Context: an optimization exercise on an open-source flow, tuned for small area. The choices shown serve that exercise and are no tape-out recipe.
In this exercise RTL edits were held to simulation tests only and were not proved equivalent to the original.
No driver is modelled on the clock port, so clocking that relies on it looks cheaper here than on a real chip.
Power and IR drop assume default switching activity.

==> design/flow/design.v <==
module regfile_mp #(
    parameter int DATA_W  = 32,
    parameter int ADDR_W  = 5,
    parameter int NRD     = 2,
    parameter int NWR     = 2,
    parameter int ZERO_R0 = 1,
    parameter int DBG_IDX = 3
) (
    input  logic                  clk,
    input  logic                  rst_n,
    input  logic                  stall,
    input  logic [NRD*ADDR_W-1:0] raddr,
    output logic [NRD*DATA_W-1:0] rdata,
    input  logic [NWR-1:0]        wen,
    input  logic [NWR*ADDR_W-1:0] waddr,
    input  logic [NWR*DATA_W-1:0] wdata,
    output logic [DATA_W-1:0]     dbg_val,
    output logic                  wr_conflict
);
    localparam int DEPTH = 32;
    localparam int DBG   = 3;
    logic [4:0]  wa0, wa1, ra0, ra1;
    logic [31:0] wd0, wd1;
    assign wa0 = waddr[4:0];
    assign wa1 = waddr[9:5];
    assign ra0 = raddr[4:0];
    assign ra1 = raddr[9:5];
    assign wd0 = wdata[31:0];
    assign wd1 = wdata[63:32];
    logic [DEPTH-1:0] s0, s1, hd, we;
    genvar g;
    generate
        for (g = 0; g < DEPTH; g++) begin : g_dec
            if (g == 0) begin : g_zero
                assign s0[g] = 1'b0;
                assign s1[g] = 1'b0;
            end else begin : g_nz
                assign s0[g] = wen[0] && (wa0 == 5'(g));
                assign s1[g] = wen[1] && (wa1 == 5'(g)) && !s0[g];
            end
            assign we[g] = s0[g] | s1[g];
            assign hd[g] = !we[g];
        end
    endgenerate
    logic conflict_d;
    assign conflict_d = wen[0] && wen[1] && (wa0 != 5'd0) && (wa0 == wa1);
    wire [31:0]      m   [DEPTH];
    wire [DEPTH-1:0] pol;
    wire [DEPTH-1:0] vld;
    generate
        for (g = 0; g < DEPTH; g++) begin : g_reg
            if (g == 0) begin : g_zero
                assign m[g]   = '0;
                assign pol[g] = 1'b0;
                assign vld[g] = 1'b0;
            end else if (g == DBG) begin : g_dbg
                logic [31:0] q;
                always_ff @(posedge clk or negedge rst_n) begin
                    if (!rst_n) q <= '0;
                    else        q <= ({32{s0[g]}} & wd0) | ({32{s1[g]}} & wd1) | ({32{hd[g]}} & q);
                end
                assign m[g]   = q;
                assign pol[g] = 1'b0;
                assign vld[g] = 1'b1;
            end else begin : g_plain
                logic [31:0] q;
                logic        p, v;
                always_ff @(posedge clk) begin
                    q <= ~(({32{s0[g]}} & wd0) | ({32{s1[g]}} & wd1) | ({32{hd[g]}} & q));
                    p <= we[g] | ~p;
                end
                always_ff @(posedge clk or negedge rst_n) begin
                    if (!rst_n) v <= 1'b0;
                    else        v <= v | we[g];
                end
                assign m[g]   = q;
                assign pol[g] = p;
                assign vld[g] = v;
            end
        end
    endgenerate
    logic [31:0] rd_q [2];
    logic [31:0] rd_d [2];
    logic [4:0]  ra   [2];
    assign ra[0] = ra0;
    assign ra[1] = ra1;
    always_comb begin
        for (int i = 0; i < 2; i++) begin
            logic [31:0] acc;
            logic        pe;
            acc = {32{stall}} & rd_q[i];
            pe  = 1'b0;
            for (int a = 1; a < DEPTH; a++) begin
                if (!stall && vld[a] && (ra[i] == 5'(a))) begin
                    acc = acc | m[a];
                    pe  = pe | pol[a];
                end
            end
            rd_d[i] = acc ^ {32{pe}};
        end
    end
    logic conflict_q;
    always_ff @(posedge clk or negedge rst_n) begin
        if (!rst_n) begin
            rd_q[0]    <= '0;
            rd_q[1]    <= '0;
            conflict_q <= 1'b0;
        end else begin
            rd_q[0]    <= rd_d[0];
            rd_q[1]    <= rd_d[1];
            conflict_q <= conflict_d;
        end
    end
    assign rdata       = {rd_q[1], rd_q[0]};
    assign dbg_val     = m[DBG];
    assign wr_conflict = conflict_q;
endmodule
==> design/flow/flow/run.sh <==
#!/bin/bash
# Layout flow: the standard synthesis, then the combinational logic is replaced by a
# hand-mapped netlist (flow/gen_netlist.py) that keeps the standard synthesis's flip-flops
# (same instance names and cell types) and has its own buffer on every port; then the standard flow's
# standard layout from that netlist, with a lighter clock tree.
set -euo pipefail
R=orfs/results/sky130hd/regfile_mp/base
bash standard.sh synth > synth_standard.log 2>&1
cp $R/1_2_yosys.v std_1_2_yosys.v
python3 flow/gen_netlist.py gen_netlist.v std_1_2_yosys.v > gen_netlist.log 2>&1
cp gen_netlist.v $R/1_2_yosys.v
rm -f $R/1_synth.odb $R/1_synth.sdc
bash standard.sh finish DONT_BUFFER_PORTS=1 \
  "CTS_ARGS=-sink_clustering_enable -repair_clock_nets -dont_use_dummy_load -buf_list sky130_fd_sc_hd__clkbuf_8 -sink_clustering_size 16 -sink_clustering_max_diameter 80" \
  > layout_standard.log 2>&1
==> design/flow/flow/gen_netlist.py <==
#!/usr/bin/env python3
"""Write a hand-mapped sky130hd netlist for regfile_mp (the v1 RTL encoding).

usage: gen_netlist.py OUT.v [STD_NETLIST.v]
If STD_NETLIST.v (the standard synthesis netlist) is given, check that it has
exactly the same flip-flops (instance names and cell types) as the generated one.
"""
import re, sys

P = 'sky130_fd_sc_hd__'
cells = []      # (type, name, {pin: net})
wires = set()
DBG = 3
SZ = {}         # optional drive overrides by role

def esc(n):
    return n if re.fullmatch(r'[A-Za-z_][A-Za-z0-9_]*', n) else '\\' + n + ' '

def netref(n):
    return n if re.fullmatch(r'[a-z_]+\[\d+\]', n) else esc(n)

def cell(t, name, **pins):
    for v in pins.values():
        if not re.match(r'(clk|rst_n|stall|raddr|wen|waddr|wdata|rdata|dbg_val|wr_conflict)\b', v):
            wires.add(v)
    cells.append((t, name, pins))

def size(role, default):
    return SZ.get(role, default)

ff = {}  # instance name -> type

def flop(t, name, d, q, reset=None):
    pins = dict(CLK='clk', D=d, Q=q)
    if reset:
        pins['RESET_B'] = reset
    cell(t, name, **pins)
    ff[name] = P + t

def gen():
    # ---- port buffers: every input (but clk) and every output gets its own buffer ----
    IN = {}
    def ibuf(port, t='buf_1'):
        n = 'i_' + re.sub(r'[^A-Za-z0-9]', '_', port).strip('_')
        cell(t, 'ib_' + n[2:], A=port, X=n)
        IN[port] = n
        return n
    for k in range(64):
        ibuf(f'wdata[{k}]', size('wdbuf', 'buf_2'))
    for k in range(10):
        ibuf(f'waddr[{k}]'); ibuf(f'raddr[{k}]')
    ibuf('wen[0]'); ibuf('wen[1]')
    ibuf('stall', size('stbuf', 'buf_4'))
    ibuf('rst_n', size('rstbuf', 'buf_4'))
    RST = IN['rst_n']
    OUT = {}
    def obuf(port):
        n = 'o_' + re.sub(r'[^A-Za-z0-9]', '_', port).strip('_')
        cell(size('obuf', 'buf_1'), 'ob_' + n[2:], A=n, X=port)
        OUT[port] = n
        return n

    wd = [[IN[f'wdata[{32*j+b}]'] for b in range(32)] for j in range(2)]
    wa = [[IN[f'waddr[{5*j+k}]'] for k in range(5)] for j in range(2)]
    ra = [[IN[f'raddr[{5*j+k}]'] for k in range(5)] for j in range(2)]
    stall = IN['stall']
    # complemented address bits
    for nm, grp in (('wa', wa), ('ra', ra)):
        for j in range(2):
            for k in range(5):
                cell('inv_1', f'u_{nm}{j}_n{k}', A=grp[j][k], Y=f'{nm}{j}_n{k}')
    for j in range(2):
        cell('inv_1', f'u_nwen{j}', A=IN[f'wen[{j}]'], Y=f'nwen{j}')

    def nlit(nm, j, k, v, grp):
        # the complement of the literal (bit k == v)
        return f'{nm}{j}_n{k}' if v else grp[j][k]

    # predecode, active-high: low lines (bits 1:0), high lines (bits 4:2, gated)
    def predecode(nm, grp, j, ngate):
        for k in range(4):
            cell('nor2_1', f'u_{nm}{j}_pl{k}', A=nlit(nm, j, 0, k & 1, grp), B=nlit(nm, j, 1, (k >> 1) & 1, grp),
                 Y=f'{nm}{j}_l{k}')
        for m in range(8):
            cell('nor4_1', f'u_{nm}{j}_ph{m}', A=ngate, B=nlit(nm, j, 2, m & 1, grp), C=nlit(nm, j, 3, (m >> 1) & 1, grp),
                 D=nlit(nm, j, 4, (m >> 2) & 1, grp), Y=f'{nm}{j}_h{m}')
    predecode('wa', wa, 0, 'nwen0')
    predecode('wa', wa, 1, 'nwen1')
    predecode('ra', ra, 0, stall)
    predecode('ra', ra, 1, stall)

    # ---- write selects per register (strong inverting drivers for the 32-bit fanout) ----
    DRV = size('drv', 'inv_2')
    for a in range(1, 32):
        l, h = a & 3, a >> 2
        cell('nand2_1', f'u_nd0_{a}', A=f'wa0_l{l}', B=f'wa0_h{h}', Y=f'nd0_{a}')      # ~dec0
        cell('nand2_1', f'u_nd1_{a}', A=f'wa1_l{l}', B=f'wa1_h{h}', Y=f'nd1_{a}')      # ~dec1
        cell(DRV, f'u_s0_{a}', A=f'nd0_{a}', Y=f's0_{a}')
        cell('nand2b_1', f'u_ns1_{a}', A_N=f'nd1_{a}', B=f'nd0_{a}', Y=f'ns1_{a}')   # ~(dec1 & ~dec0)
        cell(DRV, f'u_s1_{a}', A=f'ns1_{a}', Y=f's1_{a}')
        cell('nand2_1', f'u_we_{a}', A=f'nd0_{a}', B=f'nd1_{a}', Y=f'we_{a}')         # dec0 | dec1
        cell(DRV, f'u_h_{a}', A=f'we_{a}', Y=f'h_{a}')

    # ---- storage ----
    for a in range(1, 32):
        for b in range(32):
            if a == DBG:
                q = obuf(f'dbg_val[{b}]')
                cell('a222oi_1', f'u_w_{a}_{b}', A1=f's0_{a}', A2=wd[0][b], B1=f's1_{a}', B2=wd[1][b],
                     C1=f'h_{a}', C2=q, Y=f'wn_{a}_{b}')
                cell('inv_1', f'u_wi_{a}_{b}', A=f'wn_{a}_{b}', Y=f'wd_{a}_{b}')
                flop('dfrtp_1', f'g_reg[{a}].genblk1.g_dbg.q[{b}]$_DFF_PN0_', f'wd_{a}_{b}', q, reset=RST)
            else:
                q = f'q_{a}_{b}'
                cell('a222oi_1', f'u_w_{a}_{b}', A1=f's0_{a}', A2=wd[0][b], B1=f's1_{a}', B2=wd[1][b],
                     C1=f'h_{a}', C2=q, Y=f'wd_{a}_{b}')
                flop('dfxtp_1', f'g_reg[{a}].genblk1.g_plain.q[{b}]$_DFF_P_', f'wd_{a}_{b}', q)
        if a != DBG:
            cell('nand2_1', f'u_pn_{a}', A=f'h_{a}', B=f'p_{a}', Y=f'pd_{a}')
            flop('dfxtp_1', f'g_reg[{a}].genblk1.g_plain.p$_DFF_P_', f'pd_{a}', f'p_{a}')
            cell('nand2b_1', f'u_vn_{a}', A_N=f'v_{a}', B=f'h_{a}', Y=f'vd_{a}')
            flop('dfrtp_1', f'g_reg[{a}].genblk1.g_plain.v$_DFF_PN0_', f'vd_{a}', f'v_{a}', reset=RST)

    # ---- read ports ----
    for i in range(2):
        sel = {}
        for a in range(1, 32):
            l, h = a & 3, a >> 2
            if a == DBG:
                cell('nand2_1', f'u_nrs{i}_{a}', A=f'ra{i}_l{l}', B=f'ra{i}_h{h}', Y=f'nrs{i}_{a}')
            else:
                cell('nand3_1', f'u_nrs{i}_{a}', A=f'ra{i}_l{l}', B=f'ra{i}_h{h}', C=f'v_{a}', Y=f'nrs{i}_{a}')
            cell(DRV, f'u_rs{i}_{a}', A=f'nrs{i}_{a}', Y=f'rs{i}_{a}')
            sel[a] = f'rs{i}_{a}'
        # polarity of the selected register: OR of sel & p over a != 3 (30 terms)
        pa = [a for a in range(1, 32) if a != DBG]
        outs = []
        for g in range(10):
            t = pa[3 * g:3 * g + 3]
            cell('a222oi_1', f'u_pe{i}_{g}', A1=sel[t[0]], A2=f'p_{t[0]}', B1=sel[t[1]], B2=f'p_{t[1]}',
                 C1=sel[t[2]], C2=f'p_{t[2]}', Y=f'pe{i}_n{g}')
            outs.append(f'pe{i}_n{g}')
        cell('nand4_1', f'u_pe{i}_x0', A=outs[0], B=outs[1], C=outs[2], D=outs[3], Y=f'pe{i}_o0')
        cell('nand4_1', f'u_pe{i}_x1', A=outs[4], B=outs[5], C=outs[6], D=outs[7], Y=f'pe{i}_o1')
        cell('nand2_1', f'u_pe{i}_x2', A=outs[8], B=outs[9], Y=f'pe{i}_o2')
        cell('nor3_1', f'u_pe{i}_y', A=f'pe{i}_o0', B=f'pe{i}_o1', C=f'pe{i}_o2', Y=f'pe{i}_n')
        cell(size('pedrv', 'inv_2'), f'u_pe{i}_z', A=f'pe{i}_n', Y=f'pe{i}')
        for b in range(32):
            rq = obuf(f'rdata[{32*i+b}]')
            terms = [(sel[a], (OUT[f'dbg_val[{b}]'] if a == DBG else f'q_{a}_{b}')) for a in range(1, 32)]
            terms.append((stall, rq))
            outs = []
            for g in range(11):
                t = terms[3 * g:3 * g + 3]
                nm = f'u_r{i}_{b}_{g}'
                if len(t) == 3:
                    cell('a222oi_1', nm, A1=t[0][0], A2=t[0][1], B1=t[1][0], B2=t[1][1], C1=t[2][0], C2=t[2][1],
                         Y=f'r{i}_{b}_n{g}')
                else:
                    cell('a22oi_1', nm, A1=t[0][0], A2=t[0][1], B1=t[1][0], B2=t[1][1], Y=f'r{i}_{b}_n{g}')
                outs.append(f'r{i}_{b}_n{g}')
            cell('nand4_1', f'u_r{i}_{b}_x0', A=outs[0], B=outs[1], C=outs[2], D=outs[3], Y=f'r{i}_{b}_o0')
            cell('nand4_1', f'u_r{i}_{b}_x1', A=outs[4], B=outs[5], C=outs[6], D=outs[7], Y=f'r{i}_{b}_o1')
            cell('nand3_1', f'u_r{i}_{b}_x2', A=outs[8], B=outs[9], C=outs[10], Y=f'r{i}_{b}_o2')
            cell('nor3_1', f'u_r{i}_{b}_y', A=f'r{i}_{b}_o0', B=f'r{i}_{b}_o1', C=f'r{i}_{b}_o2', Y=f'r{i}_{b}_t')
            # rd_d = OR ^ pe = xnor(~OR, pe)
            cell('xnor2_1', f'u_r{i}_{b}_z', A=f'r{i}_{b}_t', B=f'pe{i}', Y=f'rd{i}_{b}')
            flop('dfrtp_1', f'rd_q[{i}][{b}]$_DFF_PN0_', f'rd{i}_{b}', rq, reset=RST)

    # ---- write conflict: wen0 & wen1 & wa0 != 0 & wa0 == wa1 ----
    for k in range(5):
        cell('xnor2_1', f'u_cf_e{k}', A=wa[0][k], B=wa[1][k], Y=f'cf_e{k}')
    cell('nor4_1', 'u_cf_z', A=wa[0][0], B=wa[0][1], C=wa[0][2], D=wa[0][3], Y='cf_z')   # low 4 bits all zero
    cell('inv_1', 'u_cf_zi', A='cf_z', Y='cf_z_n')
    cell('nor2_1', 'u_cf_en', A='nwen0', B='nwen1', Y='cf_en')
    cell('o21ai_1', 'u_cf_a', A1='cf_z_n', A2=wa[0][4], B1='cf_en', Y='cf_na')           # ~(nz & en)
    cell('nand4_1', 'u_cf_b', A='cf_e0', B='cf_e1', C='cf_e2', D='cf_e3', Y='cf_nb')
    cell('nor3b_1', 'u_cf_c', A='cf_na', B='cf_nb', C_N='cf_e4', Y='cf_d')
    flop('dfrtp_1', 'conflict_q$_DFF_PN0_', 'cf_d', obuf('wr_conflict'), reset=RST)

def write(out):
    L = []
    L.append('module regfile_mp(clk, rst_n, stall, raddr, rdata, wen, waddr, wdata, dbg_val, wr_conflict);')
    L.append('  input clk; input rst_n; input stall; input [9:0] raddr; output [63:0] rdata; input [1:0] wen;')
    L.append('  input [9:0] waddr; input [63:0] wdata; output [31:0] dbg_val; output wr_conflict;')
    for w in sorted(wires):
        L.append(f'  wire {esc(w)};')
    for t, name, pins in cells:
        pp = ', '.join(f'.{p}({netref(n)})' for p, n in pins.items())
        L.append(f'  {P}{t} {esc(name)} ({pp});')
    L.append('endmodule')
    open(out, 'w').write('\n'.join(L) + '\n')

def check(std):
    txt = open(std).read()
    got = {}
    for m in re.finditer(r'^\s*(sky130_fd_sc_hd__\w+)\s+(\\\S+|\w+)\s*\(', txt, re.M):
        t, n = m.group(1), m.group(2)
        if re.search(r'__(df|edf|sdf|dl|sedf)', t):
            got[n.lstrip('\\')] = t
    if got != ff:
        miss = set(ff) ^ set(got)
        diff = [n for n in set(ff) & set(got) if ff[n] != got[n]]
        sys.exit(f'flip-flop mismatch with standard synthesis: {sorted(miss)[:10]} {diff[:10]}')
    print(f'{len(ff)} flip-flops match the standard synthesis')

if __name__ == '__main__':
    gen()
    write(sys.argv[1])
    if len(sys.argv) > 2:
        check(sys.argv[2])
    area = {}
    print(f'{len(cells)} cells')
==> design/flow/standard.sh <==
#!/bin/bash
# synth_recipe.tcl (not shown) runs the flow's synth.tcl, then flattens the netlist and writes it again
# the make line also repeats each setting of config.mk as NAME=value (left out here)
make -C /OpenROAD-flow-scripts/flow DESIGN_CONFIG=/design/flow/config.mk WORK_HOME=/design/flow/orfs CLKGATE_MAP_FILE= SYNTH_SCRIPT=/design/flow/synth_recipe.tcl "${@:-finish}"
==> design/flow/config.mk <==
export PLATFORM = sky130hd
export DESIGN_NAME = regfile_mp
export DESIGN_NICKNAME = regfile_mp
export VERILOG_FILES = /design/flow/design.v
export SDC_FILE = /design/flow/constraint.sdc
export NUM_CORES = 8
export LEC_CHECK = 0
export CAP_MARGIN = 20
export CELL_PAD_IN_SITES_DETAIL_PLACEMENT = 1
export CELL_PAD_IN_SITES_GLOBAL_PLACEMENT = 2
export CORE_MARGIN = 2
export CORE_UTILIZATION = 35
export GPL_TIMING_DRIVEN = 0
export PLACE_DENSITY = 0.6
export SLEW_MARGIN = 20
==> design/flow/constraint.sdc <==
create_clock -name core_clock -period 5.0 [get_ports {clk}]
set_input_delay 1.0000 -clock core_clock [delete_from_list [all_inputs] [get_ports {clk}]]
set_output_delay 1.0000 -clock core_clock [all_outputs]
set_load 0.01 [all_outputs]
==> results of run 1 <==
## through the flow
stage          hold slack [ns]  util (%)
6_report                0.2098     38.15
5_1_grt                 0.2238     38.14
4_1_cts                 0.1823     37.96
3_5_place_dp            0.3916     37.07
3_3_place_gp            0.3854     36.97
2_1_floorplan           0.3781         -
## layer usage
layer,vias to the layer above,global-route usage (%),routed length (µm),part of all wire [%]
li1,18760,-,-,-
met1,25500,52.14,104700,37
met2,4892,59.50,120600,42
met3,843,12.26,41110,14
met4,6,27.28,18770,6.6
met5,-,0.5084,126,0.044
## final timing paths
kind | end | slack (ns)
setup / recovery | rd_q[1][17] | 0.40
hold / removal | g_reg[3].genblk1.g_dbg.q[12] | 0.21
setup reg to reg | rd_q[1][17] | 1.39
hold reg to reg | g_reg[29].genblk1.g_plain.p | 0.42
max in group asynchronous | rd_q[1][0] | 3.87
min in group core_clock | g_reg[29].genblk1.g_plain.p | 0.42
## worst max-delay path: stages
cell      delay [ns]
buf_4           0.75
nor4_1          0.30
nand3_1         0.20
clkinv_2        0.85
a222oi_1        0.66
nand4_1         0.28
nor3_1          0.38
inv_4           0.41
xnor2_1         0.24
## where the power goes
group | total (W) | internal, W | switching [W] | leakage [nW]
clock | 0.00468 | 0.00149 | 0.00319 | 0.597
combinational | 0.00409 | 0.00180 | 0.00229 | 9.07
sequential | 0.0144 | 0.0118 | 0.00261 | 9.91
## state kept, by name, indices dropped and copies added (netlist names)
name	count
g.genblk1.g_plain.p	30
conflict_q	1
g.genblk1.g_dbg.q	32
g.genblk1.g_plain.v	30
rd_q	64
g.genblk1.g_plain.q	960
## cell type report
type	instances	area (µm²)	share of cell area, %
well taps	1662	2079	4.269
multi-input cells	2348	20620	42.34
diodes	2	5.005	0.01028
plain buffers	185	789.5	1.621
inverters	212	817.0	1.677
clock buffers	83	1142	2.345
repair buffers	13	252.7	0.5189
flip-flops and latches	1117	23000	47.22
## cell usage in the layout (no fill, tap or decap), types with 6 or more instances in the layout
cell type and instances:
buf_1 119, nor2_1 13, nand3_1 124, a22oi_1 64
nand2b_1 61, xnor2_1 69, a222oi_1 1652, dfxtp_1 990
buf_2 65, nand4_1 133, nor4_1 22, inv_1 55
nor4_2 11, nand2_1 127, clkbuf_8 83, buf_16 6
inv_2 142, nor3_1 66, dfrtp_1 127, clkinv_2 13
==> results.sh, run 1 <==
export IMPL_post_drt_wl_per_cell_um=50.75
export IMPL_cts_setup_buffers=0
export IMPL_rsz0062_at_grt="false"
export IMPL_grt_usage_pct=40.90
export IMPL_ir_drop_v=0.0002135
export IMPL_avgSynthCellArea_um2=11.68
export IMPL_cts_resized=0
export IMPL_place_gp_congestion=0.8581
export IMPL_powerDensity_nw_per_um2=475.6
export IMPL_die_area_um2=131800
export IMPL_placed_cell_area_um2=47330
export IMPL_grt_max_degree=81
export IMPL_dr_pass1_iters=13
export IMPL_synthCells=3862
export IMPL_h_tree_depth=3
export IMPL_die_x_um=363.0
export IMPL_final_antenna_net_count=0
export IMPL_cts_hold_buffers_added=0
export IMPL_numCtsBuffers=83
export IMPL_cp_startpoint="stall"
export IMPL_fmax_mhz=217.2
export IMPL_status="complete, no violations"
export IMPL_yosysWarnings=4
export IMPL_max_slew_margin_pct=14.33
export IMPL_setup_viol=0
export IMPL_reg2reg_depth=7
export IMPL_crit_type="in -> reg"
export IMPL_crit_path_max_fanout=80
export IMPL_io_buffers=0
export IMPL_fin_nets=4049
export IMPL_die_h_um=363.0
export IMPL_grt_overflow_total=0
export IMPL_fp_coreArea_um2=127700
export IMPL_rows=131
export IMPL_vias=50000
export IMPL_first_global_vias=50240
export IMPL_cts_root_buffer="clkbuf_8"
export IMPL_cts_tree="built"
export IMPL_final_min_clock_period_ns=4.603
export IMPL_report_final_slew_viol_count=0
export IMPL_p_total_w=0.02317
export IMPL_grt_pass1_wl_um=387000
export IMPL_initialDrtViolationCount=15750
export IMPL_synth_area_um2=45120
export IMPL_design_area_um2=48710
export IMPL_remaining_drc_errors=0
export IMPL_r2r_start="g_reg[2].genblk1.g_plain.v"
export IMPL_nFillCells=13640
export IMPL_clockBufferDepth=3
export IMPL_clk_pin_slew_ns=0.12
export IMPL_fin_cells=5622
export IMPL_fin_skew_ns=0.06281
export IMPL_area_delta_synth_final_pct=7.950
export IMPL_synth_nets=3951
export IMPL_placedCellCount=5528
export IMPL_routed_wl_um=285300
export IMPL_hold_viol=0
export IMPL_vias_per_cell=8.894
export IMPL_start_util_pct=35.34
export IMPL_dp_slack_ns=-0.04171
export IMPL_clock_sinks=1117
export IMPL_antenna_found_initial=5
export IMPL_insertion_delay_ns=0.84
export IMPL_tns_ns=0
export IMPL_worst_slack_ns=0.3967
export IMPL_leakage_nw=19.57
export IMPL_drv_cap=0
export IMPL_worstPathArrival_ns=5.23
export IMPL_pin_count=186
export IMPL_layout_drive_gt1_share_pct=8.439
export IMPL_worst_setup_path_end_kind="flop"
export IMPL_critPathLaunchType="input pin"
export IMPL_dp_hpwl_um=151900
export IMPL_tightest_slew_ns=1.283
export IMPL_hold_class="in -> async"
export IMPL_worstPathRequired_ns=5.63
export IMPL_period_share_pct=92.07
==> inputs of run 2 (changes only) <==
--- a/design/flow/flow/run.sh
+++ b/design/flow/flow/run.sh
@@ -4,3 +4,4 @@
 # (same instance names and cell types) and has its own buffer on every port; then the standard flow's
-# standard layout from that netlist, with a lighter clock tree.
+# standard layout from that netlist, with a lighter clock tree (no dummy loads, smaller
+# buffers; flow/clk_leaf_fix.tcl upsizes the leaf buffers with the slowest clock-pin slews).
 set -euo pipefail
@@ -12,3 +13,3 @@
 rm -f $R/1_synth.odb $R/1_synth.sdc
-bash standard.sh finish DONT_BUFFER_PORTS=1 \
+bash standard.sh finish DONT_BUFFER_PORTS=1 POST_CTS_TCL=$PWD/flow/clk_leaf_fix.tcl \
   "CTS_ARGS=-sink_clustering_enable -repair_clock_nets -dont_use_dummy_load -buf_list sky130_fd_sc_hd__clkbuf_8 -sink_clustering_size 16 -sink_clustering_max_diameter 80" \
==> design/flow/flow/clk_leaf_fix.tcl (new file) <==
set thr 0.110
set big [lindex [get_lib_cells */sky130_fd_sc_hd__clkbuf_16] 0]
estimate_parasitics -placement
set n 0
foreach inst [get_cells clkbuf_leaf_*] {
  set out [get_pins -of_objects $inst -filter "direction==output"]
  set worst 0
  foreach p [get_pins -of_objects [get_nets -of_objects $out] -filter "direction==input"] {
    set s [get_property $p slew_max]
    if {$s > $worst} { set worst $s }
  }
  if {$worst > $thr && [get_property $inst ref_name] ne "sky130_fd_sc_hd__clkbuf_16"} {
    puts "clk_leaf_fix: upsize [get_full_name $inst] ([get_property $inst ref_name], slew $worst)"
    replace_cell $inst $big
    incr n
  }
}
puts "clk_leaf_fix: upsized $n leaf buffers"
if {$n > 0} {
  detailed_placement
  estimate_parasitics -placement
}
--- a/design/flow/flow/gen_netlist.py
+++ b/design/flow/flow/gen_netlist.py
@@ -98,3 +98,3 @@
         cell(DRV, f'u_s0_{a}', A=f'nd0_{a}', Y=f's0_{a}')
-        cell('nand2b_1', f'u_ns1_{a}', A_N=f'nd1_{a}', B=f'nd0_{a}', Y=f'ns1_{a}')   # ~(dec1 & ~dec0)
+        cell('nand3_1', f'u_ns1_{a}', A=f'wa1_l{l}', B=f'wa1_h{h}', C=f'nd0_{a}', Y=f'ns1_{a}')  # ~(dec1 & ~dec0)
         cell(DRV, f'u_s1_{a}', A=f'ns1_{a}', Y=f's1_{a}')
--- a/design/flow/config.mk
+++ b/design/flow/config.mk
@@ -7,3 +7,3 @@
 export LEC_CHECK = 0
-export CAP_MARGIN = 20
+export CAP_MARGIN = 15
 export CELL_PAD_IN_SITES_DETAIL_PLACEMENT = 1
@@ -14,2 +14,2 @@
 export PLACE_DENSITY = 0.6
-export SLEW_MARGIN = 20
+export SLEW_MARGIN = 10
==> run 2 against run 1 <==
Against the previous run: still clean; highest routed layer unchanged; worst setup slack got worse by 0.14 ns; critical path type unchanged; largest power group unchanged; wire length rose by 2.4%; die area barely moved; hold slack got worse by 0.12 ns; first-iteration DRC count rose by 3.0%; critical endpoint is now rd_q[1][2]; largest cell class unchanged; critical path depth rose by 1.
==> results.sh, run 2 <==
export IMPL_fp_coreArea_um2=127700
export IMPL_most_common_layout_cells="a222oi_1 (1,652), dfxtp_1 (990), nand3_1 (155)"
export IMPL_die_x_um=362.9
export IMPL_grt_pass1_wl_um=395300
export IMPL_drv_cap=0
export IMPL_vias_per_cell=8.950
export IMPL_utilization_pct=38.36
export IMPL_dr_pass1_iters=14
export IMPL_hold_viol=0
export IMPL_placed_cell_area_um2=47360
export IMPL_critPathLaunchType="input pin"
export IMPL_fin_nets=4064
export IMPL_dp_hpwl_um=153600
export IMPL_clock_sinks=1117
export IMPL_final_common_cell="a222oi_1"
export IMPL_routed_wl_um=292100
export IMPL_nFillCells=13600
export IMPL_avgSynthCellArea_um2=11.67
export IMPL_grt_usage_pct=42.14
export IMPL_place_gp_congestion=0.8619
export IMPL_initialDrtViolationCount=16220
export IMPL_die_area_um2=131700
export IMPL_crit_path_max_fanout=80
export IMPL_worstPathRequired_ns=5.70
export IMPL_ir_drop_v=0.0002003
export IMPL_crit_type="in -> reg"
export IMPL_fmax_mhz=210.6
export IMPL_largest_reg_flops=960
export IMPL_fin_skew_ns=0.07289
export IMPL_grt_max_degree=82
export IMPL_clk_pin_slew_ns=0.10
export IMPL_synth_area_um2=45080
export IMPL_p_total_w=0.02331
export IMPL_top_register="g.genblk1.g_plain.q"
export IMPL_vias=50470
export IMPL_synthCells=3862
export IMPL_start_util_pct=35.31
export IMPL_grt_overflow_total=0
export IMPL_first_global_vias=50810
export IMPL_setup_viol=0
export IMPL_hold_class="in -> async"
export IMPL_post_drt_wl_per_cell_um=51.80
export IMPL_period_share_pct=94.95
export IMPL_remaining_drc_errors=0
export IMPL_placedCellCount=5534
export IMPL_antenna_found_initial=7
export IMPL_design_area_um2=48980
export IMPL_pin_count=186
export IMPL_r2r_end="rd_q[1][2]"
export IMPL_largestRegisters="g.genblk1.g_plain.q: 960 flops, rd_q: 64 flops, g.genblk1.g_dbg.q: 32 flops"
export IMPL_worst_setup_path_end_kind="flop"
export IMPL_tightest_slew_ns=1.436
export IMPL_rows=131
export IMPL_r2r_setup_slack_ns=1.37
export IMPL_area_delta_synth_final_pct=8.640
export IMPL_yosysWarnings=4
export IMPL_report_final_slew_viol_count=0
export IMPL_status="complete, no violations"
export IMPL_worstPathArrival_ns=5.45
export IMPL_tns_ns=0
export IMPL_io_buffers=0
export IMPL_cts_tree="built"
export IMPL_synth_nets=3951
export IMPL_final_antenna_net_count=0
export IMPL_fin_cells=5639
export IMPL_reg2reg_depth=8
export IMPL_rsz0062_at_grt="false"
export IMPL_insertion_delay_ns=0.87
export IMPL_r2r_start="g_reg[29].genblk1.g_plain.v"
export IMPL_leakage_nw=19.70
export IMPL_max_slew_margin_pct=4.287
export IMPL_final_min_clock_period_ns=4.748
export IMPL_die_h_um=362.9
export IMPL_layout_drive_gt1_share_pct=8.558
export IMPL_powerDensity_nw_per_um2=476.0
[run 2: cell type report]
cell class | instances | area [µm²] | share of cell area (%)
tap | 1662 | 2079 | 4.246
antenna | 4 | 10.01 | 0.02044
buffer | 185 | 789.5 | 1.612
multi-input combinational | 2348 | 20540 | 41.93
timing repair buffer | 27 | 499.2 | 1.019
inverter | 212 | 807.0 | 1.648
clock buffer | 84 | 1257 | 2.568
sequential | 1117 | 23000 | 46.96
[run 2: worst max path at each step]
stage | end | from | depth (start not counted)
after global placement | rd_q[0][2] | stall | 9
final | rd_q[1][2] | stall | 10
after global routing | rd_q[1][2] | stall | 10
after floorplan | rd_q[0][0] | stall | 9
after detailed placement | rd_q[0][2] | stall | 10
[run 2: metrics by stage]
stage / hold WS [ns] / worst slack [ns]
6_report: 0.08530 / 0.2524
3_3_place_gp: 0.3848 / -0.6972
5_1_grt: 0.1025 / 0.2481
2_1_floorplan: 0.3781 / 1.650
3_5_place_dp: 0.3922 / -0.1538
[run 2: power by group]
group | total (W) | switching (W) | internal [W]
logic | 0.00415 | 0.00233 | 0.00181
registers | 0.0143 | 0.00248 | 0.0118
clock network | 0.00489 | 0.00323 | 0.00166
[run 2: metal layers]
metal  up-vias  routed length (µm)  GRT usage (%)
li1      18820                   -              -
met1     25760              105900          52.84
met2      4954              122500          61.06
met3       940               43740          14.26
met4         4               19940          28.19
met5         -                  24              0
[run 2: critical path: stages]
cell	delay, ns
buf_4	0.83
nor4_1	0.35
nand3_1	0.21
clkinv_2	0.99
a222oi_1	0.68
nand2_1	0.11
nor3_1	0.29
inv_4	0.24
buf_12	0.26
xnor2_1	0.35
==> inputs of run 3 (changes only) <==
--- a/design/flow/flow/run.sh
+++ b/design/flow/flow/run.sh
@@ -5,3 +5,4 @@
 # standard layout from that netlist, with a lighter clock tree (no dummy loads, smaller
-# buffers; flow/clk_leaf_fix.tcl upsizes the leaf buffers with the slowest clock-pin slews).
+# buffers; flow/clk_leaf_fix.tcl upsizes the leaf buffers with the slowest clock-pin slews;
+# flow/small_bufs.tcl keeps repair_design to small buffers).
 set -euo pipefail
@@ -14,2 +15,3 @@
 bash standard.sh finish DONT_BUFFER_PORTS=1 POST_CTS_TCL=$PWD/flow/clk_leaf_fix.tcl \
+  PRE_RESIZE_TCL=$PWD/flow/small_bufs.tcl PRE_GLOBAL_ROUTE_TCL=$PWD/flow/small_bufs.tcl \
   "CTS_ARGS=-sink_clustering_enable -repair_clock_nets -dont_use_dummy_load -buf_list sky130_fd_sc_hd__clkbuf_8 -sink_clustering_size 16 -sink_clustering_max_diameter 80" \
==> design/flow/flow/small_bufs.tcl (new file) <==
# PRE_RESIZE / PRE_GLOBAL_ROUTE hook: let repair_design buffer long nets with
# small buffers only (buf_1..buf_4), which are enough for every net here.
set_dont_use [get_lib_cells {*/sky130_fd_sc_hd__buf_6 */sky130_fd_sc_hd__buf_8 */sky130_fd_sc_hd__buf_12 */sky130_fd_sc_hd__buf_16 */sky130_fd_sc_hd__bufbuf_8 */sky130_fd_sc_hd__bufbuf_16}]
puts "small_bufs: large buffers set dont_use for repair"
--- a/design/flow/config.mk
+++ b/design/flow/config.mk
@@ -7,3 +7,3 @@
 export LEC_CHECK = 0
-export CAP_MARGIN = 15
+export CAP_MARGIN = 20
 export CELL_PAD_IN_SITES_DETAIL_PLACEMENT = 1
@@ -14,2 +14,2 @@
 export PLACE_DENSITY = 0.6
-export SLEW_MARGIN = 10
+export SLEW_MARGIN = 20
==> run 3 against run 2 <==
Against the previous run: the layout now fails its checks (setup timing); final cell count shrank 0.16%; power shrank 0.19%; register-to-register slack lost 0.32 ns; fmax shrank 5.9%; clock skew shrank 0.011 ns; global-route usage shrank 0.23 points; wire length shrank 0.28%; critical endpoint unchanged; largest cell class unchanged; largest power group unchanged.
==> results.sh, run 3 <==
export IMPL_max_slew_margin_pct=11.10
export IMPL_setup_viol=1
export IMPL_die_area_um2=131700
export IMPL_design_area_um2=48770
export IMPL_avgSynthCellArea_um2=11.67
export IMPL_worstPathArrival_ns=5.75
export IMPL_drv_cap=0
export IMPL_initialDrtViolationCount=16210
export IMPL_die_h_um=362.9
export IMPL_report_final_slew_viol_count=0
export IMPL_worst_slack_ns=-0.04462
export IMPL_grt_pass1_wl_um=393600
export IMPL_fp_coreArea_um2=127700
export IMPL_ir_drop_v=0.0002316
export IMPL_fin_nets=4055
export IMPL_vias_per_cell=8.927
export IMPL_fin_skew_ns=0.06205
export IMPL_hold_class="in -> async"
export IMPL_rsz0062_at_grt="false"
export IMPL_regArea_um2=23000
export IMPL_synth_nets=3951
export IMPL_worstPathRequired_ns=5.70
export IMPL_io_buffers=0
export IMPL_violations="setup timing"
export IMPL_remaining_drc_errors=0
export IMPL_place_gp_congestion=0.8619
export IMPL_clock_sinks=1117
export IMPL_placed_cell_area_um2=47340
export IMPL_synthCells=3862
export IMPL_rows=131
export IMPL_hold_ws_ns=0.08887
export IMPL_vias=50260
export IMPL_status="finished with violations"
export IMPL_r2r_setup_slack_ns=1.05
export IMPL_final_common_cell="a222oi_1"
export IMPL_multi_input_area_um2=20560
export IMPL_hold_viol=0
export IMPL_final_antenna_net_count=0
export IMPL_area_delta_synth_final_pct=8.182
export IMPL_die_x_um=362.9
export IMPL_dr_pass1_iters=17
export IMPL_powerDensity_nw_per_um2=477.1
export IMPL_tightest_slew_ns=1.334
export IMPL_pin_count=186
export IMPL_worst_setup_path_end_kind="flop"
export IMPL_nFillCells=13590
export IMPL_crit_type="in -> reg"
export IMPL_synth_area_um2=45080
export IMPL_antenna_found_initial=11
export IMPL_post_drt_wl_per_cell_um=51.73
export IMPL_layout_drive_gt1_share_pct=8.476
export IMPL_largestRegisters="g.genblk1.g_plain.q: 960 flops, rd_q: 64 flops, g.genblk1.g_dbg.q: 32 flops"
export IMPL_critPathLaunchType="input pin"
export IMPL_leakage_nw=19.58
export IMPL_period_share_pct=100.9
export IMPL_top_register="g.genblk1.g_plain.q"
export IMPL_yosysWarnings=4
export IMPL_insertion_delay_ns=0.83
export IMPL_first_global_vias=50820
export IMPL_tns_ns=-0.04462
export IMPL_cts_tree="built"
export IMPL_final_min_clock_period_ns=5.045
export IMPL_clk_pin_slew_ns=0.11
export IMPL_crit_path_max_fanout=80
export IMPL_most_common_layout_cells="a222oi_1 (1,652), dfxtp_1 (990), nand3_1 (155)"
export IMPL_largest_reg_flops=960
export IMPL_start_util_pct=35.31
export IMPL_grt_overflow_total=0
export IMPL_routed_wl_um=291300
export IMPL_dp_hpwl_um=155200
export IMPL_grt_usage_pct=41.91
export IMPL_fmax_mhz=198.2
export IMPL_grt_max_degree=81
[run 3: area by class of cell]
cell class,instances,area share (%)
clock buffer,85,2.607
multi-input combinational,2348,42.16
timing repair buffer,17,0.3823
antenna,4,0.02052
tap,1662,4.264
sequential,1117,47.15
inverter,212,1.811
buffer,185,1.603
[run 3: power breakdown]
| group | internal [W] | leakage, nW | switching, W |
|---|---|---|---|
| Clock | 0.00168 | 0.657 | 0.00321 |
| Sequential | 0.0118 | 9.91 | 0.00247 |
| Combinational | 0.00180 | 9.02 | 0.00232 |
| Total | 0.0153 | 19.6 | 0.00800 |
[run 3: layer usage]
layer  GRT usage, %  share of wire, %
met5              0                 0
met2          59.99                42
met1          52.78                36
met3          13.44                15
met4          30.31               7.2
[run 3: worst paths after layout]
check                                                to  depth (start not counted)                        start
setup / recovery                             rd_q[1][2]                         10                        stall
hold / removal             g_reg[3].genblk1.g_dbg.q[26]                          1                        rst_n
setup reg to reg                             rd_q[1][2]                          8  g_reg[13].genblk1.g_plain.v
hold reg to reg             g_reg[25].genblk1.g_plain.p                          1  g_reg[25].genblk1.g_plain.p
max in group asynchronous                    rd_q[1][8]                          3                        rst_n
min in group core_clock     g_reg[25].genblk1.g_plain.p                          1  g_reg[25].genblk1.g_plain.p
[run 3: critical path, cell delays in order]
cell      delay, ns
buf_4          0.83
nor4_1         0.31
nand3_1        0.20
clkinv_2       0.85
a222oi_1       0.59
nand4_1        0.41
nor3_1         0.43
inv_4          0.25
buf_4          0.37
xnor2_1        0.36
[run 3: per-stage QoR]
| step | setup WS (ns) | instances | total power (W) | utilization (%) |
|---|---|---|---|---|
| finish | -0.04462 | 5630 | 0.02327 | 38.20 |
| global route | 0.09770 | 5629 | 0.02416 | 38.19 |
| detailed placement | -0.3717 | 5537 | 0.01829 | 37.08 |
| global placement | -0.6972 | 5524 | 0.01773 | 36.94 |
| floorplan | 1.650 | 3862 | 0.01645 | - |
==> inputs of run 4 (changes only) <==
--- a/design/flow/design.v
+++ b/design/flow/design.v
@@ -66,6 +66,6 @@
                 logic [31:0] q;
-                logic        p, v;
+                logic        pn, v;
                 always_ff @(posedge clk) begin
-                    q <= ~(({32{s0[g]}} & wd0) | ({32{s1[g]}} & wd1) | ({32{hd[g]}} & q));
-                    p <= we[g] | ~p;
+                    q  <= ~(({32{s0[g]}} & wd0) | ({32{s1[g]}} & wd1) | ({32{hd[g]}} & q));
+                    pn <= ~(we[g] | pn);
                 end
@@ -76,3 +76,3 @@
                 assign m[g]   = q;
-                assign pol[g] = p;
+                assign pol[g] = ~pn;
                 assign vld[g] = v;
--- a/design/flow/flow/gen_netlist.py
+++ b/design/flow/flow/gen_netlist.py
@@ -52,3 +52,3 @@
     ibuf('wen[0]'); ibuf('wen[1]')
-    ibuf('stall', size('stbuf', 'buf_4'))
+    ibuf('stall', size('stbuf', 'buf_2'))
     ibuf('rst_n', size('rstbuf', 'buf_4'))
@@ -66,2 +66,3 @@
     stall = IN['stall']
+    cell('buf_4', 'u_stall_hold', A=stall, X='stall_hold')
     # complemented address bits
@@ -118,4 +119,4 @@
         if a != DBG:
-            cell('nand2_1', f'u_pn_{a}', A=f'h_{a}', B=f'p_{a}', Y=f'pd_{a}')
-            flop('dfxtp_1', f'g_reg[{a}].genblk1.g_plain.p$_DFF_P_', f'pd_{a}', f'p_{a}')
+            cell('nor2_1', f'u_pn_{a}', A=f'we_{a}', B=f'pn_{a}', Y=f'pd_{a}')
+            flop('dfxtp_1', f'g_reg[{a}].genblk1.g_plain.pn$_DFF_P_', f'pd_{a}', f'pn_{a}')
             cell('nand2b_1', f'u_vn_{a}', A_N=f'v_{a}', B=f'h_{a}', Y=f'vd_{a}')
@@ -134,15 +135,21 @@
             sel[a] = f'rs{i}_{a}'
-        # polarity of the selected register: OR of sel & p over a != 3 (30 terms)
+        # polarity of the selected register, from the lightly loaded active-low selects:
+        # pe = OR over a != 3 of (~nrs[a] & ~pn[a]); o22ai gives the OR of two such terms.
         pa = [a for a in range(1, 32) if a != DBG]
-        outs = []
-        for g in range(10):
-            t = pa[3 * g:3 * g + 3]
-            cell('a222oi_1', f'u_pe{i}_{g}', A1=sel[t[0]], A2=f'p_{t[0]}', B1=sel[t[1]], B2=f'p_{t[1]}',
-                 C1=sel[t[2]], C2=f'p_{t[2]}', Y=f'pe{i}_n{g}')
-            outs.append(f'pe{i}_n{g}')
-        cell('nand4_1', f'u_pe{i}_x0', A=outs[0], B=outs[1], C=outs[2], D=outs[3], Y=f'pe{i}_o0')
-        cell('nand4_1', f'u_pe{i}_x1', A=outs[4], B=outs[5], C=outs[6], D=outs[7], Y=f'pe{i}_o1')
-        cell('nand2_1', f'u_pe{i}_x2', A=outs[8], B=outs[9], Y=f'pe{i}_o2')
-        cell('nor3_1', f'u_pe{i}_y', A=f'pe{i}_o0', B=f'pe{i}_o1', C=f'pe{i}_o2', Y=f'pe{i}_n')
-        cell(size('pedrv', 'inv_2'), f'u_pe{i}_z', A=f'pe{i}_n', Y=f'pe{i}')
+        ys = []
+        for g in range(15):
+            t = pa[2 * g:2 * g + 2]
+            cell('o22ai_1', f'u_pe{i}_{g}', A1=f'nrs{i}_{t[0]}', A2=f'pn_{t[0]}', B1=f'nrs{i}_{t[1]}', B2=f'pn_{t[1]}',
+                 Y=f'pe{i}_y{g}')
+            ys.append(f'pe{i}_y{g}')
+        zs = []
+        for g in range(4):
+            t = ys[4 * g:4 * g + 4]
+            if len(t) == 4:
+                cell('nor4_1', f'u_pe{i}_z{g}', A=t[0], B=t[1], C=t[2], D=t[3], Y=f'pe{i}_z{g}')
+            else:
+                cell('nor3_1', f'u_pe{i}_z{g}', A=t[0], B=t[1], C=t[2], Y=f'pe{i}_z{g}')
+            zs.append(f'pe{i}_z{g}')
+        cell('nand4_1', f'u_pe{i}_o', A=zs[0], B=zs[1], C=zs[2], D=zs[3], Y=f'pe{i}_o')
+        cell(size('pedrv', 'buf_4'), f'u_pe{i}_b', A=f'pe{i}_o', X=f'pe{i}')
         for b in range(32):
@@ -150,3 +157,3 @@
             terms = [(sel[a], (OUT[f'dbg_val[{b}]'] if a == DBG else f'q_{a}_{b}')) for a in range(1, 32)]
-            terms.append((stall, rq))
+            terms.append(('stall_hold', rq))
             outs = []
==> run 4 against run 3 <==
Against the previous run: critical path type unchanged; global-route usage increased by 1.1 points; clock skew up 0.053 ns; synthesized area is essentially flat; register-to-register slack improved by 0.51 ns; final cell count increased by 0.34%; largest cell class unchanged; highest routed layer is now met5; the run now finishes clean; cell area is essentially flat.
==> results.sh, run 4 <==
export IMPL_status="complete, no violations"
export IMPL_final_antenna_net_count=0
export IMPL_cp_top_family="simple AND/OR/NAND/NOR gates"
export IMPL_slowest_delay_ns=0.98
export IMPL_grt_max_degree=65
export IMPL_reg2reg_depth=6
export IMPL_clk_pin_slew_ns=0.10
export IMPL_cp_depth=9
export IMPL_grt_usage_pct=42.97
export IMPL_remaining_drc_errors=0
export IMPL_area_delta_synth_final_pct=8.051
export IMPL_avgSynthCellArea_um2=11.64
export IMPL_setup_viol=0
export IMPL_swShare_pct=34.75
export IMPL_fp_coreArea_um2=127700
export IMPL_hold_ws_ns=0.08593
export IMPL_crit_slowest_cell="nor4_1"
export IMPL_cts_tree="built"
export IMPL_ir_drop_v=0.0002274
export IMPL_io_buffers=0
export IMPL_die_x_um=363.0
export IMPL_drv_cap=0
export IMPL_tns_ns=0
export IMPL_layout_drive_gt1_share_pct=8.629
export IMPL_final_min_clock_period_ns=4.028
export IMPL_placedCellCount=5550
export IMPL_utilization_pct=38.16
export IMPL_crit_type="in -> reg"
export IMPL_worstPathRequired_ns=5.69
export IMPL_regArea_um2=23000
export IMPL_p_total_w=0.02340
export IMPL_fmax_mhz=248.2
export IMPL_largestRegisters="g.genblk1.g_plain.q: 960 flops, rd_q: 64 flops, g.genblk1.g_dbg.q: 32 flops"
export IMPL_nFillCells=13680
export IMPL_combinationalPowerShare_pct=18.1
export IMPL_fin_skew_ns=0.1150
export IMPL_largest_reg_flops=960
export IMPL_final_common_cell="a222oi_1"
export IMPL_period_share_pct=80.57
export IMPL_antenna_found_initial=11
export IMPL_dp_hpwl_um=165300
export IMPL_synthCells=3875
export IMPL_critPathBufInv=3
export IMPL_pwr_share_seq_pct=61.1
export IMPL_initialDrtViolationCount=16440
export IMPL_hold_class="in -> async"
export IMPL_synth_area_um2=45100
export IMPL_fin_nets=4066
export IMPL_grt_pass1_wl_um=401900
export IMPL_yosysWarnings=4
export IMPL_die_h_um=363.0
export IMPL_vias_per_cell=8.981
export IMPL_post_drt_wl_per_cell_um=53.02
export IMPL_critPathLaunchType="input pin"
export IMPL_worstPathArrival_ns=4.72
export IMPL_die_area_um2=131700
export IMPL_synth_nets=3964
export IMPL_r2r_setup_slack_ns=1.56
export IMPL_dr_pass1_iters=17
export IMPL_place_gp_congestion=0.8640
export IMPL_most_common_layout_cells="a222oi_1 (1,632), dfxtp_1 (990), nand3_1 (155)"
export IMPL_report_final_slew_viol_count=0
export IMPL_max_slew_margin_pct=13.87
export IMPL_power_switching_w=0.008130
export IMPL_grt_overflow_total=0
export IMPL_powerDensity_nw_per_um2=480.2
export IMPL_multi_input_area_um2=20610
export IMPL_leakage_nw=19.56
export IMPL_crit_path_max_fanout=32
export IMPL_worst_setup_path_end_kind="flop"
export IMPL_start_util_pct=35.32
export IMPL_vias=50730
export IMPL_fin_cells=5649
export IMPL_rows=131
export IMPL_rsz0062_at_grt="false"
export IMPL_p_int_w=0.01527
export IMPL_pwr_share_clk_pct=20.8
export IMPL_hold_viol=0
export IMPL_pin_count=186
export IMPL_routed_wl_um=299500
export IMPL_top_register="g.genblk1.g_plain.q"
export IMPL_tightest_slew_ns=1.292
export IMPL_cp_cell_sequence="buf_1 > inv_1 > nor4_1 > nand3_1 > inv_2 > a222oi_1 > nand4_1 > nor3_1 > xnor2_1"
export IMPL_first_global_vias=51310
export IMPL_insertion_delay_ns=0.89
export IMPL_clock_sinks=1117
==> run 4: cell types whose count changed in the layout (fill, tap and decap cells not counted) <==
cell,previous run,this run
nand2_1,127,95
nor4_2,7,13
a222oi_1,1652,1632
inv_2,112,147
nor2_1,13,41
nand4_1,133,131
o22ai_1,0,30
diode_2,4,12
buf_4,15,11
clkinv_2,20,8
inv_4,25,0
clkbuf_8,77,75
buf_2,64,71
nor2_2,4,6
==> run 4: per-layer routing <==
layer	wire [µm]	track usage, %
met4	21910	29.78
met3	42980	14.44
met1	108100	52.97
met5	13	0.1452
met2	126500	63.06
==> run 4: power groups by stage <==
stage / Sequential (W) / Combinational, W / Clock, W
6_report: 0.0143 / 0.00424 / 0.00486
5_1_grt: 0.0146 / 0.00448 / 0.00519
3_5_place_dp: 0.0143 / 0.00408 / 0
3_3_place_gp: 0.0140 / 0.00384 / 0
2_1_floorplan: 0.0135 / 0.00295 / 0
==> run 4: layout make-up <==
class / instances / area share, %
Clock buffer: 84 / 2.581
Buffer: 188 / 1.646
Antenna cell: 12 / 0.06162
Multi-Input combinational cell: 2360 / 42.29
Timing Repair Buffer: 16 / 0.3235
Tap cell: 1662 / 4.267
Sequential cell: 1117 / 47.19
Inverter: 210 / 1.638
==> run 4: per-stage QoR <==
stage                     instance area [µm²]  setup WS, ns
after floorplan                         45100         2.184
after global placement                  47180        0.5058
after detailed placement                47340        0.4553
after global routing                    48700        0.9758
final                                   48730        0.9716
==> run 4: final timing paths <==
kind                                         startpoint                      endpoint
max reg2reg                  g_reg[1].genblk1.g_plain.v                   rd_q[0][23]
min reg2reg                g_reg[16].genblk1.g_plain.pn  g_reg[16].genblk1.g_plain.pn
max in group asynchronous                         rst_n                    rd_q[1][5]
max                                            raddr[7]                    rd_q[1][5]
min in group core_clock    g_reg[16].genblk1.g_plain.pn  g_reg[16].genblk1.g_plain.pn
min                                               rst_n   g_reg[3].genblk1.g_dbg.q[0]
==> inputs of run 5 (changes only) <==
--- a/design/flow/config.mk
+++ b/design/flow/config.mk
@@ -11,5 +11,5 @@
 export CORE_MARGIN = 2
-export CORE_UTILIZATION = 35
+export CORE_UTILIZATION = 40
 export GPL_TIMING_DRIVEN = 0
-export PLACE_DENSITY = 0.6
+export PLACE_DENSITY = 0.65
 export SLEW_MARGIN = 20
==> run 5 against run 4 <==
Against the previous run: hold slack better by 0.018 ns; wire length decreased by 3.0%; sequential cell count is the same; largest cell class unchanged; worst setup slack got worse by 0.072 ns; final cell count fell by 3.1%; synthesized area unchanged; die area decreased by 12%; critical endpoint is now rd_q[0][3]; still clean on timing, DRC and antenna.
==> results.sh, run 5 <==
export IMPL_grt_usage_pct=47.52
export IMPL_initialDrtViolationCount=17570
export IMPL_slowest_delay_ns=1.01
export IMPL_hold_class="in -> async"
export IMPL_pin_count=186
export IMPL_worstPathRequired_ns=5.66
export IMPL_grt_pass1_wl_um=393800
export IMPL_synthCells=3875
export IMPL_regArea_um2=23000
export IMPL_setup_viol=0
export IMPL_utilization_pct=43.13
export IMPL_ir_drop_v=0.0002206
export IMPL_most_common_layout_cells="a222oi_1 (1,632), dfxtp_1 (990), nand3_1 (155)"
export IMPL_powerDensity_nw_per_um2=481.9
export IMPL_die_area_um2=115400
export IMPL_post_drt_wl_per_cell_um=53.05
export IMPL_worstPathArrival_ns=4.76
export IMPL_hold_viol=0
export IMPL_max_slew_margin_pct=12.47
export IMPL_io_buffers=0
export IMPL_place_gp_congestion=0.9140
export IMPL_synth_area_um2=45100
export IMPL_leakage_nw=19.51
export IMPL_area_delta_synth_final_pct=7.288
export IMPL_cp_cell_sequence="buf_1 > inv_1 > nor4_1 > nand3_1 > inv_2 > a222oi_1 > nand4_1 > nor3_1 > xnor2_1"
export IMPL_drv_cap=0
export IMPL_wl_met2_um=119500
export IMPL_fmax_mhz=243.9
export IMPL_wl_met1_um=98860
export IMPL_final_min_clock_period_ns=4.100
export IMPL_first_global_vias=51860
export IMPL_die_x_um=339.8
export IMPL_top_layer="met5"
export IMPL_fin_nets=4060
export IMPL_rows=123
export IMPL_insertion_delay_ns=0.83
export IMPL_crit_slowest_cell="nor4_1"
export IMPL_largest_reg_flops=960
export IMPL_routed_wl_um=290400
export IMPL_top_register="g.genblk1.g_plain.q"
export IMPL_dr_pass1_iters=22
export IMPL_largestRegisters="g.genblk1.g_plain.q: 960 flops, rd_q: 64 flops, g.genblk1.g_dbg.q: 32 flops"
export IMPL_clock_sinks=1117
export IMPL_crit_path_max_fanout=32
export IMPL_design_area_um2=48390
export IMPL_report_final_slew_viol_count=0
export IMPL_grt_max_degree=65
export IMPL_route_met3_wl_um=47390
export IMPL_crit_type="in -> reg"
export IMPL_nFillCells=11830
export IMPL_final_antenna_net_count=0
export IMPL_fp_coreArea_um2=112200
export IMPL_die_h_um=339.8
export IMPL_worst_setup_path_end_kind="flop"
export IMPL_tightest_slew_ns=1.313
export IMPL_period_share_pct=82.00
export IMPL_yosysWarnings=4
export IMPL_antenna_found_initial=18
export IMPL_placed_cell_area_um2=47120
export IMPL_remaining_drc_errors=0
export IMPL_critPathLaunchType="input pin"
export IMPL_worst_slack_ns=0.8998
export IMPL_clk_pin_slew_ns=0.11
export IMPL_vias=51470
export IMPL_cts_tree="built"
export IMPL_start_util_pct=40.20
export IMPL_rsz0062_at_grt="false"
export IMPL_layout_drive_gt1_share_pct=8.491
export IMPL_dp_hpwl_um=159500
export IMPL_synth_nets=3964
export IMPL_status="complete, no violations"
export IMPL_final_common_cell="a222oi_1"
export IMPL_tns_ns=0
export IMPL_multi_input_area_um2=20600
export IMPL_dp_slack_ns=0.3183
export IMPL_fin_skew_ns=0.05487
export IMPL_grt_overflow_total=0
export IMPL_vias_per_cell=9.402
export IMPL_avgSynthCellArea_um2=11.64
## run 5: worst max-delay path: cells and delay by family
kind / cells / cell delay (ns)
buf+inv: 3 / 1.29
compound gates: 1 / 0.30
simple gates: 4 / 1.98
xor+xnor: 1 / 0.16
## run 5: metrics by stage
step           cells  hold WS [ns]  total power, W
2_1_floorplan   3875        0.3977         0.01647
3_3_place_gp    5375        0.4069         0.01780
3_5_place_dp    5386        0.4153         0.01841
5_1_grt         5471       0.08872         0.02407
6_report        5474        0.1035         0.02332
## run 5: cell type report
cell class                 count  share of cell area (%)
multi-input combinational   2360                   42.57
sequential                  1117                   47.53
tap                         1500                   3.879
clock buffer                  80                   2.439
inverter                     210                   1.650
timing repair buffer          14                  0.2457
buffer                       188                   1.658
antenna                        5                 0.02586
## run 5: report_power, final
group / switching, W / leakage [nW] / internal, W
logic: 0.00244 / 8.98 / 0.00181
registers: 0.00254 / 9.91 / 0.0118
clock network: 0.00318 / 0.611 / 0.00156
total: 0.00815 / 19.5 / 0.0152
## run 5: path summary, 6_finish.rpt
path | slack (ns) | end | cells after the start | startpoint
max in group asynchronous | 3.40 | rd_q[1][28] | 3 | rst_n
min reg2reg | 0.44 | g_reg[24].genblk1.g_plain.pn | 1 | g_reg[24].genblk1.g_plain.pn
max | 0.90 | rd_q[0][3] | 9 | raddr[2]
min in group core_clock | 0.44 | g_reg[24].genblk1.g_plain.pn | 1 | g_reg[24].genblk1.g_plain.pn
max reg2reg | 1.63 | rd_q[0][7] | 6 | g_reg[2].genblk1.g_plain.v
min | 0.10 | g_reg[3].genblk1.g_dbg.q[14] | 1 | rst_n
## run 5: layer usage
metal,up-vias,GRT usage [%]
met3,1347,20.55
met2,5450,67.59
met5,-,0
li1,18820,-
met4,12,36.14
met1,25830,56.34
==> inputs of run 6 (changes only) <==
--- a/design/flow/config.mk
+++ b/design/flow/config.mk
@@ -11,5 +11,5 @@
 export CORE_MARGIN = 2
-export CORE_UTILIZATION = 40
+export CORE_UTILIZATION = 45
 export GPL_TIMING_DRIVEN = 0
-export PLACE_DENSITY = 0.65
+export PLACE_DENSITY = 0.7
 export SLEW_MARGIN = 20
==> run 6 against run 5 <==
Against the previous run: combinational power hardly changed; critical path depth did not move; non-clock buffer count grew 3; clock-buffer cell count stayed put; critical endpoint is now rd_q[0][21].
==> results.sh, run 6 <==
export IMPL_tightest_slew_ns=1.311
export IMPL_start_util_pct=45.23
export IMPL_die_area_um2=102800
export IMPL_dp_slack_ns=0.5420
export IMPL_wl_met2_um=112800
export IMPL_status="complete, no violations"
export IMPL_final_antenna_net_count=0
export IMPL_worstPathRequired_ns=5.64
export IMPL_grt_usage_pct=51.42
export IMPL_synth_nets=3964
export IMPL_cp_cell_sequence="buf_1 > inv_1 > nor4_1 > nand3_1 > inv_2 > a222oi_1 > nand4_1 > nor3_1 > xnor2_1"
export IMPL_cts_tree="built"
export IMPL_final_min_clock_period_ns=4.093
export IMPL_hold_class="in -> async"
export IMPL_layout_drive_gt1_share_pct=8.384
export IMPL_route_met3_wl_um=49790
export IMPL_fin_cells=5284
export IMPL_dp_hpwl_um=152600
export IMPL_place_gp_congestion=0.9748
export IMPL_critPathLaunchType="input pin"
export IMPL_worst_slack_ns=0.9074
export IMPL_slowest_delay_ns=0.96
export IMPL_placedCellCount=5183
export IMPL_fin_skew_ns=0.09347
export IMPL_rows=116
export IMPL_wl_met1_um=91920
export IMPL_final_common_cell="a222oi_1"
export IMPL_multi_input_area_um2=20580
export IMPL_leakage_nw=19.50
export IMPL_r2r_end="rd_q[0][10]"
export IMPL_fmax_mhz=244.3
export IMPL_top_register="g.genblk1.g_plain.q"
export IMPL_area_delta_synth_final_pct=6.636
export IMPL_r2r_setup_slack_ns=1.89
export IMPL_vias_per_cell=9.769
export IMPL_first_global_vias=52000
export IMPL_r2r_start="g_reg[22].genblk1.g_plain.v"
export IMPL_antenna_found_initial=11
export IMPL_ir_drop_v=0.0002963
export IMPL_post_drt_wl_per_cell_um=52.73
export IMPL_crit_type="in -> reg"
export IMPL_most_common_layout_cells="a222oi_1 (1,632), dfxtp_1 (990), nand3_1 (155)"
export IMPL_largestRegisters="g.genblk1.g_plain.q: 960 flops, rd_q: 64 flops, g.genblk1.g_dbg.q: 32 flops"
export IMPL_report_final_slew_viol_count=0
export IMPL_hold_viol=0
export IMPL_clk_pin_slew_ns=0.11
export IMPL_routed_wl_um=278600
export IMPL_remaining_drc_errors=0
export IMPL_io_buffers=0
export IMPL_utilization_pct=48.23
export IMPL_rsz0062_at_grt="false"
export IMPL_max_slew_margin_pct=12.30
export IMPL_p_total_w=0.02319
export IMPL_synth_area_um2=45100
export IMPL_grt_max_degree=65
export IMPL_clock_sinks=1117
export IMPL_crit_path_max_fanout=32
export IMPL_die_h_um=320.6
export IMPL_fin_nets=4063
export IMPL_top_layer="met5"
export IMPL_avgSynthCellArea_um2=11.64
export IMPL_vias=51620
export IMPL_insertion_delay_ns=0.82
export IMPL_period_share_pct=81.85
export IMPL_synthCells=3875
export IMPL_drv_cap=0
export IMPL_regArea_um2=23000
export IMPL_worstPathArrival_ns=4.74
export IMPL_nFillCells=10540
export IMPL_initialDrtViolationCount=18990
export IMPL_fp_coreArea_um2=99710
export IMPL_die_x_um=320.6
export IMPL_powerDensity_nw_per_um2=482.2
export IMPL_setup_viol=0
export IMPL_pin_count=186
export IMPL_grt_overflow_total=0
export IMPL_reg2reg_depth=6
export IMPL_largest_reg_flops=960
export IMPL_crit_slowest_cell="inv_2"
export IMPL_tns_ns=0
export IMPL_yosysWarnings=4
export IMPL_worst_setup_path_end_kind="flop"
export IMPL_dr_pass1_iters=22
export IMPL_grt_pass1_wl_um=381000
## run 6: worst max-delay path by stage
stage,from,end,slack [ns]
2_1_floorplan,raddr[2],rd_q[0][0],2.18
3_5_place_dp,raddr[2],rd_q[0][21],0.54
3_3_place_gp,raddr[2],rd_q[0][21],0.59
6_report,raddr[2],rd_q[0][21],0.91
5_1_grt,raddr[2],rd_q[0][10],1.03
## run 6: per-stage QoR
stage / hold slack (ns) / instance area, µm²
3_3_place_gp: 0.4096 / 46720
5_1_grt: 0.1730 / 48070
3_5_place_dp: 0.4191 / 46850
6_report: 0.1911 / 48090
2_1_floorplan: 0.3977 / 45100
## run 6: area by class of cell
class                      instances  area share [%]
clock buffer                      80           2.336
buffer                           188           1.668
tap                             1298           3.377
inverter                         210           1.644
antenna                           14         0.07285
sequential                      1117           47.82
timing repair buffer              17          0.2940
multi-input combinational       2360           42.79
## run 6: layer usage
| metal | global-route usage, % | up-vias |
|---|---|---|
| li1 | - | 18840 |
| met1 | 60.58 | 25470 |
| met2 | 72.45 | 5826 |
| met3 | 23.70 | 1478 |
| met4 | 38.96 | 8 |
| met5 | 0.8983 | - |
## run 6: where the power goes
group	total, W	switching (W)	internal, W
clock network	0.00460	0.00312	0.00148
registers	0.0143	0.00255	0.0118
logic	0.00425	0.00244	0.00181
## run 6: worst max-delay path, delay by kind of cell
| family | cells | cell delay [ns] |
|---|---|---|
| xor+xnor | 1 | 0.16 |
| simple gates | 4 | 1.98 |
| buf+inv | 3 | 1.31 |
| compound gates | 1 | 0.22 |

[afterwards: timing with drivers on the ports]
The flow's constraints put no driver on any port. The routed layouts listed below were extracted and timed again, unchanged, in two steps. Step 1: set_driving_cell puts a clkbuf_16 on clk and a buf_2 on each other input, an assumption about the parent block. Step 2 moves the port delays by t, midway between the first and last clock arrival at a register: inputs arrive t later, outputs are due t later. That takes back most of the time a late clock gives input paths. Three values: no drivers, after step 1, after step 2; two values: the first two.
run | shift t [ns] | slack for setup (ns) | hold WS [ns] | slew at the worst register clock pin (ns)
run 1 | 0.877 | 0.397 / 0.408 / -0.468 | 0.210 / 0.189 / 0.420 | 0.12 / 0.12
run 2 | 0.918 | 0.252 / 0.307 / -0.611 | 0.085 / 0.061 / 0.413 | 0.12 / 0.12
run 3 | 0.878 | -0.045 / 0.004 / -0.874 | 0.089 / 0.036 / 0.415 | 0.12 / 0.12
run 4 | 0.898 | 0.972 / 1.005 / 0.107 | 0.086 / 0.047 / 0.429 | 0.11 / 0.11
run 5 | 0.871 | 0.900 / 0.952 / 0.081 | 0.103 / 0.060 / 0.438 | 0.11 / 0.11
run 6 | 0.853 | 0.907 / 0.955 / 0.103 | 0.191 / 0.151 / 0.446 | 0.12 / 0.12
With both steps, setup timing fails in run 1 and run 2, where it was met with ideal ports.
